What follows belongs to an exercise in optimizing a design on an open flow for small area and a short achievable clock period; a production flow would make more cautious choices.
In this exercise RTL edits were held to simulation tests only and were not proved equivalent to the original.
No activity file was given, so power comes from the tool's default toggle rates.

`config.mk`:
```
export PLATFORM = sky130hd
export DESIGN_NAME = memorySystem
export DESIGN_NICKNAME = memorySystem
export VERILOG_FILES = /design/flow/design.v
export SDC_FILE = /design/flow/constraint.sdc
export NUM_CORES = 4
export LEC_CHECK = 0
export CAP_MARGIN = 20
export CORE_MARGIN = 2
export CORE_UTILIZATION = 55
export CTS_CLUSTER_DIAMETER = 90
export CTS_CLUSTER_SIZE = 28
export PLACE_DENSITY = 0.63
export SETUP_SLACK_MARGIN = 5
export SLEW_MARGIN = 20
export SYNTH_MEMORY_MAX_BITS = 16384
export TNS_END_PERCENT = 10
```
`constraint.sdc`:
```
create_clock -name core_clock -period 9.0 [get_ports {clk}]
set_input_delay 1.8000 -clock core_clock [delete_from_list [all_inputs] [get_ports {clk}]]
set_output_delay 1.8000 -clock core_clock [all_outputs]
set_load 0.01 [all_outputs]
```
`design.v`:
```
package memoryPkg;
	typedef logic [31:0] word_t;
	typedef logic [1:0] byteIndex_t;
	typedef enum logic [2:0] {
		modeNone = 3'd0,
		modeByte = 3'd1,
		modeHalf = 3'd2,
		modeWord = 3'd3
	} accessMode_t;
	parameter word_t displayAddr = 32'd255;
	parameter word_t resetAddrAddr = 32'd259;
	parameter word_t ramBaseAddr = 32'd1024;
	parameter word_t resetAddrDefault = 32'h3FC;
endpackage
`timescale 1ns/1ps
module addressDecoder #(
	parameter int ramWords = 256
) (
	input logic externalSelect,
	input memoryPkg::word_t address,
	input memoryPkg::word_t writeData,
	input memoryPkg::accessMode_t readMode,
	input memoryPkg::accessMode_t writeMode,
	output logic [3:0] laneStore,
	output logic [3:0] laneWrite,
	output memoryPkg::word_t laneData,
	output logic ramRead,
	output logic displayHit,
	output logic resetAddrHit
);
	logic ramHit;
	always_comb begin
		ramHit = externalSelect && (address >= memoryPkg::ramBaseAddr);
		displayHit = externalSelect && (address == memoryPkg::displayAddr);
		resetAddrHit = externalSelect && (address == memoryPkg::resetAddrAddr);
		ramRead = ramHit;
		laneStore = 4'b0000;
		laneData = writeData;
		case (writeMode)
			memoryPkg::modeByte: begin
				laneStore = 4'b0001 << address[1:0];
				laneData = {4{writeData[7:0]}};
			end
			memoryPkg::modeHalf: begin
				laneStore = address[1] ? 4'b1100 : 4'b0011;
				laneData = {2{writeData[15:0]}};
			end
			memoryPkg::modeWord: begin
				laneStore = 4'b1111;
			end
			default: begin
				laneStore = 4'b0000;
			end
		endcase
		laneWrite = ramHit ? laneStore : 4'b0000;
	end
endmodule
`timescale 1ns/1ps
module dataMemory #(
	parameter int ramWords = 256
) (
	input logic clk,
	input logic [$clog2(ramWords)-1:0] wordIndex,
	input logic [3:0] laneWrite,
	input memoryPkg::word_t laneData,
	output memoryPkg::word_t storedWord,
	output memoryPkg::word_t keepMask,
	output memoryPkg::word_t bypassWord
);
	localparam int indexBits = $clog2(ramWords);
	localparam int rowBits = indexBits / 2;
	localparam int rows = 1 << rowBits;
	localparam int columns = ramWords / rows;
	logic [ramWords-1:0][31:0] mem;
	logic [indexBits-1:0] pendingIndex;
	logic [3:0] pendingLanes;
	memoryPkg::word_t pendingData;
	logic [rows-1:0] pendingRowN;
	logic [columns-1:0][3:0] pendingColumnLanesN;
	always_ff @(posedge clk) begin
		pendingIndex <= wordIndex;
		pendingLanes <= laneWrite;
		pendingData <= laneData;
		for (int r = 0; r < rows; r++) begin
			pendingRowN[r] <= (wordIndex[rowBits-1:0] != rowBits'(r));
		end
		for (int c = 0; c < columns; c++) begin
			pendingColumnLanesN[c] <= (wordIndex[indexBits-1:rowBits] == (indexBits-rowBits)'(c)) ?
				~laneWrite : 4'b1111;
		end
	end
	for (genvar w = 0; w < ramWords; w++) begin : g_word
		for (genvar lane = 0; lane < 4; lane++) begin : g_lane
			always_ff @(posedge clk) begin
				if (!(pendingRowN[w % rows] || pendingColumnLanesN[w / rows][lane])) begin
					mem[w][8*lane +: 8] <= pendingData[8*lane +: 8];
				end
			end
		end
	end
	always_comb begin
		logic pendingHit;
		storedWord = mem[wordIndex];
		pendingHit = (pendingIndex == wordIndex);
		for (int lane = 0; lane < 4; lane++) begin
			keepMask[8*lane +: 8] = {8{!(pendingHit && pendingLanes[lane])}};
			bypassWord[8*lane +: 8] = (pendingHit && pendingLanes[lane]) ?
				pendingData[8*lane +: 8] : 8'd0;
		end
	end
endmodule
`timescale 1ns/1ps
module ioRegisters (
	input logic clk,
	input logic rst,
	input logic displayHit,
	input logic resetAddrHit,
	input memoryPkg::word_t writeData,
	input memoryPkg::accessMode_t writeMode,
	output memoryPkg::word_t sevenSegmentDisplay,
	output memoryPkg::word_t resetAddress
);
	logic writing;
	always_comb begin
		writing = (writeMode != memoryPkg::modeNone);
	end
	always_ff @(posedge clk or negedge rst) begin
		if (!rst) begin
			sevenSegmentDisplay <= '0;
			resetAddress <= memoryPkg::resetAddrDefault;
		end else begin
			if (writing && displayHit) begin
				sevenSegmentDisplay <= writeData;
			end
			if (writing && resetAddrHit) begin
				resetAddress <= writeData;
			end
		end
	end
endmodule
`timescale 1ns/1ps
module memorySystem #(
	parameter int ramWords = 256
) (
	input logic clk,
	input logic rst,
	input logic externalSelect,
	input memoryPkg::word_t address,
	input memoryPkg::word_t writeData,
	input memoryPkg::accessMode_t readMode,
	input memoryPkg::accessMode_t writeMode,
	input logic unsignedLoad,
	output memoryPkg::word_t readData,
	output memoryPkg::word_t sevenSegmentDisplay,
	output memoryPkg::word_t resetAddress
);
	logic [3:0] laneStore, laneWrite;
	memoryPkg::word_t laneData;
	logic ramRead;
	logic displayHit, resetAddrHit;
	memoryPkg::word_t storedWord, keepMask, bypassWord;
	addressDecoder #(
		.ramWords(ramWords)
	) decoder (
		.externalSelect(externalSelect),
		.address(address),
		.writeData(writeData),
		.readMode(readMode),
		.writeMode(writeMode),
		.laneStore(laneStore),
		.laneWrite(laneWrite),
		.laneData(laneData),
		.ramRead(ramRead),
		.displayHit(displayHit),
		.resetAddrHit(resetAddrHit)
	);
	dataMemory #(
		.ramWords(ramWords)
	) dataRam (
		.clk(clk),
		.wordIndex(address[$clog2(ramWords)+1:2]),
		.laneWrite(laneWrite),
		.laneData(laneData),
		.storedWord(storedWord),
		.keepMask(keepMask),
		.bypassWord(bypassWord)
	);
	ioRegisters ioRegs (
		.clk(clk),
		.rst(rst),
		.displayHit(displayHit),
		.resetAddrHit(resetAddrHit),
		.writeData(writeData),
		.writeMode(writeMode),
		.sevenSegmentDisplay(sevenSegmentDisplay),
		.resetAddress(resetAddress)
	);
	memoryPkg::word_t mergedWord, wordReg;
	logic [3:0] byteZeroLane, byteZeroLaneReg;
	logic byteOneLow, byteOneHigh, wordLoad;
	logic byteOneLowReg, byteOneHighReg, wordLoadReg;
	logic byteSign, halfSign, byteSignReg, halfSignReg;
	logic displayRead, resetAddrRead, displayReadReg, resetAddrReadReg;
	always_comb begin
		memoryPkg::word_t lanesKept, lanesNew;
		logic byteLoad, halfLoad;
		logic [3:0] byteSignLane, halfSignLane;
		logic [3:0] laneSigns;
		for (int lane = 0; lane < 4; lane++) begin
			lanesKept[8*lane +: 8] = laneStore[lane] ? 8'd0 : keepMask[8*lane +: 8];
			lanesNew[8*lane +: 8] = laneStore[lane] ? laneData[8*lane +: 8] : bypassWord[8*lane +: 8];
		end
		mergedWord = (storedWord & lanesKept) | lanesNew;
		byteLoad = ramRead && (readMode == memoryPkg::modeByte);
		halfLoad = ramRead && (readMode == memoryPkg::modeHalf);
		wordLoad = ramRead && (readMode == memoryPkg::modeWord);
		for (int lane = 0; lane < 4; lane++) begin
			byteZeroLane[lane] = (byteLoad && address[1:0] == 2'(lane)) ||
				(halfLoad && 2'(lane) == {address[1], 1'b0}) || (wordLoad && lane == 0);
			byteSignLane[lane] = !unsignedLoad && byteLoad && address[1:0] == 2'(lane);
			halfSignLane[lane] = !unsignedLoad && (byteSignLane[lane] ||
				(halfLoad && 2'(lane) == {address[1], 1'b1}));
		end
		byteOneLow = (halfLoad && !address[1]) || wordLoad;
		byteOneHigh = halfLoad && address[1];
		laneSigns = {mergedWord[31], mergedWord[23], mergedWord[15], mergedWord[7]};
		byteSign = |(byteSignLane & laneSigns);
		halfSign = |(halfSignLane & laneSigns);
		displayRead = displayHit && (readMode != memoryPkg::modeNone);
		resetAddrRead = resetAddrHit && (readMode != memoryPkg::modeNone);
	end
	always_ff @(posedge clk) begin
		wordReg <= mergedWord;
	end
	always_ff @(posedge clk or negedge rst) begin
		if (!rst) begin
			byteZeroLaneReg <= '0;
			byteOneLowReg <= 1'b0;
			byteOneHighReg <= 1'b0;
			wordLoadReg <= 1'b0;
			byteSignReg <= 1'b0;
			halfSignReg <= 1'b0;
			displayReadReg <= 1'b0;
			resetAddrReadReg <= 1'b0;
		end else begin
			byteZeroLaneReg <= byteZeroLane;
			byteOneLowReg <= byteOneLow;
			byteOneHighReg <= byteOneHigh;
			wordLoadReg <= wordLoad;
			byteSignReg <= byteSign;
			halfSignReg <= halfSign;
			displayReadReg <= displayRead;
			resetAddrReadReg <= resetAddrRead;
		end
	end
	always_comb begin
		readData = ({32{displayReadReg}} & sevenSegmentDisplay) |
			({32{resetAddrReadReg}} & resetAddress);
		for (int lane = 0; lane < 4; lane++) begin
			readData[7:0] = readData[7:0] | ({8{byteZeroLaneReg[lane]}} & wordReg[8*lane +: 8]);
		end
		readData[15:8] = readData[15:8] | ({8{byteOneLowReg}} & wordReg[15:8]) |
			({8{byteOneHighReg}} & wordReg[31:24]) | {8{byteSignReg}};
		readData[31:16] = readData[31:16] | ({16{wordLoadReg}} & wordReg[31:16]) |
			{16{halfSignReg}};
	end
endmodule
```
`run.sh`:
```
#!/bin/bash
# synth_recipe.tcl (not shown) runs the flow's synth.tcl, then flattens the netlist and writes it again
# the make line also repeats each setting of config.mk as NAME=value (left out here)
make -C /OpenROAD-flow-scripts/flow DESIGN_CONFIG=/design/flow/config.mk WORK_HOME=/design/flow/orfs CLKGATE_MAP_FILE= SYNTH_SCRIPT=/design/flow/synth_recipe.tcl finish
```
==> impl_metrics.tcl, run 1 <==
set metrics [dict create \
    status "no timing/DRC/antenna violations" \
    clkTransAtPathRegs_ns 0.11 \
    layout-drive-gt1-share 0.2673 \
    holdWs_ns 0.5451 \
    grt_max_degree 247 \
    hold_buffers 0 \
    gp_congestion 0.8620 \
    overflow 0 \
    synth_ff_type "edfxtp_1" \
    firstDrtPassIters 8 \
    async_flop_share 0.008904 \
    wl_mm 915.8 \
    fmax_ghz 0.2336 \
    htreeDepth 5 \
    min_period_over_period 0.4756 \
    drt-initial-drc-count 25530 \
    grt_pass1_wl_mm 1250 \
    root_buffer "clkbuf_16" \
    cts_tree "built" \
    die_y_um 771.1 \
    synth_edf_count 8192 \
    ios 170 \
    worstRegToRegCells 3 \
    rows 281 \
    dp_hpwl_mm 537.0 \
    tightest_slew_ns 1.228 \
    nets 14410 \
    dp.cells 21500 \
    io_buffers 169 \
    clk_path_buf_depth 4 \
    fin_skew_ns 0.05252 \
    setup_violations 0 \
    end_kind "flip-flop" \
    syn_avg_cell_area_um2 22.93 \
    antenna_left 0 \
    syn-num-nets 14190 \
    design.core.area_um2 586100 \
    power.switching_uw 15160 \
    seq_area_frac_synth 0.7755 \
    power.share.clock 0.287 \
    rsz0062_at_grt "true" \
    cp_data_arrival_time_ns 5.26 \
    vias 156200 \
    pwr-share-comb 0.069 \
    grt_util_all_layers 0.3046 \
    p_seq_frac 0.644 \
    syn_inst 14120 \
    routedWlPerCell_um 40.81 \
    hold_viol_final 0 \
    tns_ns 0 \
    min_path_type "flip-flop to flip-flop" \
    start_kind "input port" \
    layout_common_cells "8192 x edfxtp_1, 2486 x mux4_2, 1070 x nor2_1" \
    swShare 0.2232 \
    cts_sinks 8423 \
    irDropWorstVdd_mv 0.1932 \
    p_leak_uw 0.1060 \
    fp.dieW_um 771.1 \
    crit_fanout 8 \
    ys_types 74 \
    ys_warn_count 4 \
    p_per_area_nw_per_um2 193.3 \
    syn_area_um2 323700 \
    grt_antenna_before_repair 76 \
    drc 0 \
    worst-setup-path-type "input port to flip-flop" \
    insertion_delay_ns 1.07 \
    slew_headroom 0.1814 \
    start_util 0.5523 \
    holdPathStages 1 \
    crit_required_ns 9.98 \
    grt_pass1_vias 151800 \
    fin_util 0.5997 \
    final_common_cell "edfxtp_1" \
    area_growth_pct 8.586 \
    slew_viol_final 0 \
    design.die.area_um2 594700 \
    cap_violations 0 \
    ys_ff_latch 8423 \
    power.internal_uw 52790 \
    fin_cells 22440 \
    via_per_inst 6.959 \
    numCtsBuffers 347 \
    finalCriticalPeriod_ns 4.281 \
]
-- stage by stage --
stage / cell area (um2) / power (uW) / setup WS (ns)
after floorplan: 326200 / 47030 / 4.747
after global routing: 351400 / 69470 / 4.749
after detailed placement: 334500 / 48840 / 2.213
final: 351500 / 67950 / 4.719
after CTS: 349200 / 67930 / 4.761
after global placement: 334500 / 48710 / 1.787
-- area by class of cell --
class	instances	area, um2
antenna	47	117.6
clock buffer	579	9808
clock inverter	47	536.8
fill	40110	234600
inverter	16	97.59
multi-input combinational	4752	69210
sequential	8423	251200
tap	7782	9737
timing repair buffer	794	10720
timing repair inverter	2	17.52
-- sequential cells by signal, indices dropped and copies added, names as in the netlist --
name                         cells
resetAddrReadReg                 1
dataRam.pendingData             32
displayReadReg                   1
dataRam.pendingLanes             4
byteOneHighReg                   1
wordLoadReg                      1
ioRegs.sevenSegmentDisplay      32
byteOneLowReg                    1
dataRam.pendingIndex             8
halfSignReg                      1
ioRegs.resetAddress             32
wordReg                         32
dataRam.pendingColumnLanesN     64
byteZeroLaneReg                  4
dataRam.mem                   8192
byteSignReg                      1
dataRam.pendingRowN             16
-- worst paths after layout --
check | from | to | slack (ns)
min in group asynchronous | rst | ioRegs.resetAddress[1]$_DFFE_PN0P_ | 0.90
worst min-delay path | ioRegs.sevenSegmentDisplay[21]$_DFFE_PN0P_ | ioRegs.sevenSegmentDisplay[21]$_DFFE_PN0P_ | 0.55
worst min register to register | ioRegs.sevenSegmentDisplay[21]$_DFFE_PN0P_ | ioRegs.sevenSegmentDisplay[21]$_DFFE_PN0P_ | 0.55
worst max register to register | dataRam.pendingRowN[4]$_DFF_P_ | dataRam.mem[643]$_DFFE_PN_ | 5.09
max in group asynchronous | rst | resetAddrReadReg$_DFF_PN0_ | 7.33
worst max-delay path | address[2] | wordReg[29]$_DFF_P_ | 4.72
-- synth_stat cells (47+ instances only) --
library cell / instances / area, um2
a21oi_1: 87 / 435.4
a22oi_1: 215 / 1614
buf_1: 55 / 206.5
buf_2: 220 / 1101
buf_4: 86 / 645.6
buf_6: 60 / 675.7
clkbuf_1: 505 / 1896
dfrtp_1: 67 / 1677
dfxtp_1: 156 / 3123
edfxtp_1: 8192 / 246000
mux2_2: 86 / 968.4
mux2i_1: 126 / 1261
mux4_2: 2486 / 55990
nand2_1: 240 / 900.9
nor2_1: 1109 / 4163
nor3_1: 47 / 235.2
-- kinds of logic (layout without fill, tap and decap cells) --
kind of cell              count (synthesis)  after routing  synth area share
other                                     0             47                 0
DFF                                    8423           8423            0.7755
AOI/OAI and AO/OA                       507            507           0.01116
xor gates and xnor gates                  9              9         0.0002435
buffers and inverters                   942           1438           0.01416
and+or+nand+nor                        1538           1538           0.01908
muxes                                  2698           2698            0.1799
-- worst max-delay path, stage by stage --
cell and delay, ns:
buf_16 0.14, buf_4 0.15, buf_12 0.12, buf_12 0.15
buf_16 0.12, buf_4 0.16, buf_12 0.15, mux4_2 0.53
mux4_2 0.56, a22oi_2 0.41, nand4_1 0.33, a211o_1 0.41
o211a_1 0.16
-- repair_timing --
| action | 4_1_cts | 5_1_grt |
|---|---|---|
| setup endpoints to repair | 138 | 136 |
| setup buffers | 90 | 85 |
| pin swaps | 45 | 36 |
| resized for setup | 400 | 137 |
| cloned | 64 | 20 |
-- power by group through the flow --
stage | clock network (uW) | logic [uW] | registers [uW]
finish | 19500 | 4690 | 43800
global route | 20900 | 4810 | 43800
CTS | 19700 | 4490 | 43800
detailed placement | 0 | 4170 | 44700
global placement | 0 | 4070 | 44600
floorplan | 0 | 2190 | 44800
-- per-layer routing --
layer | global-route usage | share of wire | vias to the layer above
met5 | 0 | 0.00019 | -
met4 | 0.09128 | 0.034 | 20
met3 | 0.07755 | 0.13 | 1223
met2 | 0.4611 | 0.46 | 10280
met1 | 0.4464 | 0.38 | 84900
li1 | - | - | 59750
==> run 2, diff against run 1 <==
--- a/config.mk
+++ b/config.mk
@@ -9,6 +9,6 @@
 export CORE_MARGIN = 2
 export CORE_UTILIZATION = 55
-export CTS_CLUSTER_DIAMETER = 90
-export CTS_CLUSTER_SIZE = 28
+export CTS_CLUSTER_DIAMETER = 100
+export CTS_CLUSTER_SIZE = 30
 export PLACE_DENSITY = 0.63
 export SETUP_SLACK_MARGIN = 5
==> impl_metrics.tcl, run 2 <==
set metrics [dict create \
    status "no timing/DRC/antenna violations" \
    grt-busiest-layer "met2" \
    final_common_cell "edfxtp_1" \
    fin_skew_ns 0.08042 \
    grt_antenna_before_repair 74 \
    rsz0062_at_grt "true" \
    gr-usage-met2 0.4610 \
    drc 0 \
    grt_pass1_wl_mm 1251 \
    synthTopCellsByArea "edfxtp_1 76%, mux4_2 17%, nor2_1 1.3%, dfxtp_1 0.96%, clkbuf_1 0.59%" \
    start_util 0.5523 \
    grtUsageMet3 0.07167 \
    start_kind "input port" \
    cts_sinks 8423 \
    cap_violations 0 \
    min_period_over_period 0.4680 \
    drt-initial-drc-count 25980 \
    hold_buffers 0 \
    syn_inst 14120 \
    tns_ns 0 \
    syn_avg_cell_area_um2 22.93 \
    holdWs_ns 0.5474 \
    grt_pass1_vias 151200 \
    p_leak_uw 0.1057 \
    tightest_slew_ns 1.264 \
    syn-num-nets 14190 \
    crit_required_ns 9.94 \
    fmax_ghz 0.2374 \
    grt_util_all_layers 0.3053 \
    vias 156400 \
    root_buffer "clkbuf_16" \
    p_per_area_nw_per_um2 191.5 \
    fin_util 0.5985 \
    cts_tree "built" \
    slew_viol_final 0 \
    worst-setup-path-type "input port to flip-flop" \
    finalCriticalPeriod_ns 4.212 \
    numCtsBuffers 321 \
    rows 281 \
    overflow 0 \
    post-synth-top-count-cell "edfxtp_1" \
    io_buffers 169 \
    reg_top3 "dataRam.mem (8192), dataRam.pendingColumnLanesN (64)" \
    synth_ff_type "edfxtp_1" \
    ios 170 \
    design_power_total_uw 67190 \
    ys_types 74 \
    layout_common_cells "8192 x edfxtp_1, 2486 x mux4_2, 1068 x nor2_1" \
    insertion_delay_ns 1.06 \
    crit_chain "buf_16 > buf_4 > buf_12 > buf_16 > nor2b_4 > buf_4 > buf_4 > a22oi_1 > a22oi_1 > o22ai_1 > o21ai_0 > nand4b_1 > a32oi_4 > o32ai_1" \
    nets 14390 \
    seq_area_frac_synth 0.7755 \
    setup_violations 0 \
    end_kind "flip-flop" \
    slew_headroom 0.1544 \
    slowest_delay_ns 0.37 \
    layout-drive-gt1-share 0.2647 \
    cp_data_arrival_time_ns 5.16 \
    clk_path_buf_depth 4 \
    ys_warn_count 4 \
    fin_cells 22400 \
    slowest_stage "o21ai_0" \
    async_flop_share 0.008904 \
    grt_max_degree 247 \
    yosys-top-cells-count "8192 x edfxtp_1, 2486 x mux4_2, 1109 x nor2_1" \
    critPathMostFrequentCell "buf_4" \
    firstDrtPassIters 9 \
    irDropWorstVdd_mv 0.1736 \
    synth_edf_count 8192 \
    design.die.area_um2 594700 \
    synth_area_leader_cell "edfxtp_1" \
    via_per_inst 6.981 \
    dp.cells 21500 \
    routedWlPerCell_um 41.02 \
    netlist.area_leader.share 0.7600 \
    crit_fanout 21 \
    antenna_left 0 \
    regMostFlops "dataRam.mem" \
    syn_area_um2 323700 \
    min_path_type "flip-flop to flip-flop" \
    use_met1 0.4489 \
    htreeDepth 5 \
    clkTransAtPathRegs_ns 0.12 \
    hold_viol_final 0 \
    wl_mm 918.9 \
    gp_congestion 0.8620 \
    ys_ff_latch 8423 \
    dp_hpwl_mm 537.0 \
    fp.dieW_um 771.1 \
    design.core.area_um2 586100 \
    area_growth_pct 8.366 \
    largest_register_ffs 8192 \
    die_y_um 771.1 \
]
==> run 2: cell counts after synthesis <==
No cell type changed its count.
==> run 2: layer usage <==
layer | vias up | wire [um]
met4 | 22 | 34610
met3 | 1281 | 116900
met2 | 10410 | 424600
met1 | 85060 | 342700
met5 | - | 144
li1 | 59610 | -
==> run 2: final timing paths <==
path / from / end / slack [ns] / depth (start not counted)
hold reg to reg: ioRegs.sevenSegmentDisplay[21]$_DFFE_PN0P_ / ioRegs.sevenSegmentDisplay[21]$_DFFE_PN0P_ / 0.55 / 1
setup reg to reg: dataRam.pendingRowN[4]$_DFF_P_ / dataRam.mem[1157]$_DFFE_PN_ / 5.06 / 3
setup / recovery: address[3] / halfSignReg$_DFF_PN0_ / 4.79 / 14
max in group asynchronous: rst / resetAddrReadReg$_DFF_PN0_ / 7.32 / 1
hold / removal: ioRegs.sevenSegmentDisplay[21]$_DFFE_PN0P_ / ioRegs.sevenSegmentDisplay[21]$_DFFE_PN0P_ / 0.55 / 1
min in group asynchronous: rst / ioRegs.resetAddress[11]$_DFFE_PN0P_ / 0.93 / 1
==> run 2: where the power goes <==
part / switching (uW) / internal (uW)
Combinational: 2980 / 1720
Sequential: 415 / 43400
Clock: 11600 / 7110
==> run 2: metrics by stage <==
step,instance area [um2],worst slack [ns]
6_report,350800,4.788
5_1_grt,350600,4.762
4_1_cts,348600,4.784
3_5_place_dp,334500,2.213
3_3_place_gp,334500,1.787
2_1_floorplan,326200,4.747
==> run 2: cell families after synthesis <==
group / Yosys count / synth area share
DFF: 8423 / 0.7755
muxes: 2698 / 0.1799
and+or+nand+nor: 1538 / 0.01908
buffers and inverters: 942 / 0.01416
AOI/OAI and AO/OA: 507 / 0.01116
xor gates and xnor gates: 9 / 0.0002435
==> run 2: timing repair <==
action,in CTS,in global routing
buffers inserted,100,75
cloned,71,22
resized for setup,422,110
pin swaps,46,24
setup endpoints to repair,138,99
==> run 2: final cells by class <==
type / count / area (um2)
Antenna cell: 58 / 145.1
Clock buffer: 548 / 9076
Clock inverter: 20 / 309.0
Fill cell: 40140 / 235300
Inverter: 16 / 97.59
Multi-Input combinational cell: 4752 / 69190
Sequential cell: 8423 / 251200
Tap cell: 7782 / 9737
Timing Repair Buffer: 801 / 10960
Timing Repair inverter: 2 / 17.52
==> run 2: worst max-delay path, delay by kind of cell <==
family | cells | cell delay, ns
AOI/OAI and AO/OA | 6 | 1.36
buffers and inverters | 6 | 1.28
and+or+nand+nor | 2 | 0.61

[what the ideal ports hide]
How much do the figures lean on ideal ports? The routed layouts below were timed once more, with nothing changed but the port constraints. Step 1 sets driving cells, clkbuf_16 on the clock port and buf_2 on the other inputs (assumed; they add their load-dependent delay and slew). Step 2 also shifts input and output timing later by t, the mid clock arrival at the registers, as if the neighbouring blocks saw the same clock. Slacks: ideal / step 1 / step 2; pairs: ideal / step 1.
run	t, ns	slack for setup (ns)	clock arrival spread, ns
run 1	1.195	4.719 / 4.416 / 3.222	0.063 / 0.063
run 2	1.159	4.788 / 4.454 / 3.295	0.105 / 0.105
After both steps setup and hold are still met in every run listed. The setup slack of run 1, which loses most, moves by -0.303 ns with the drivers and by -1.497 ns with both steps.
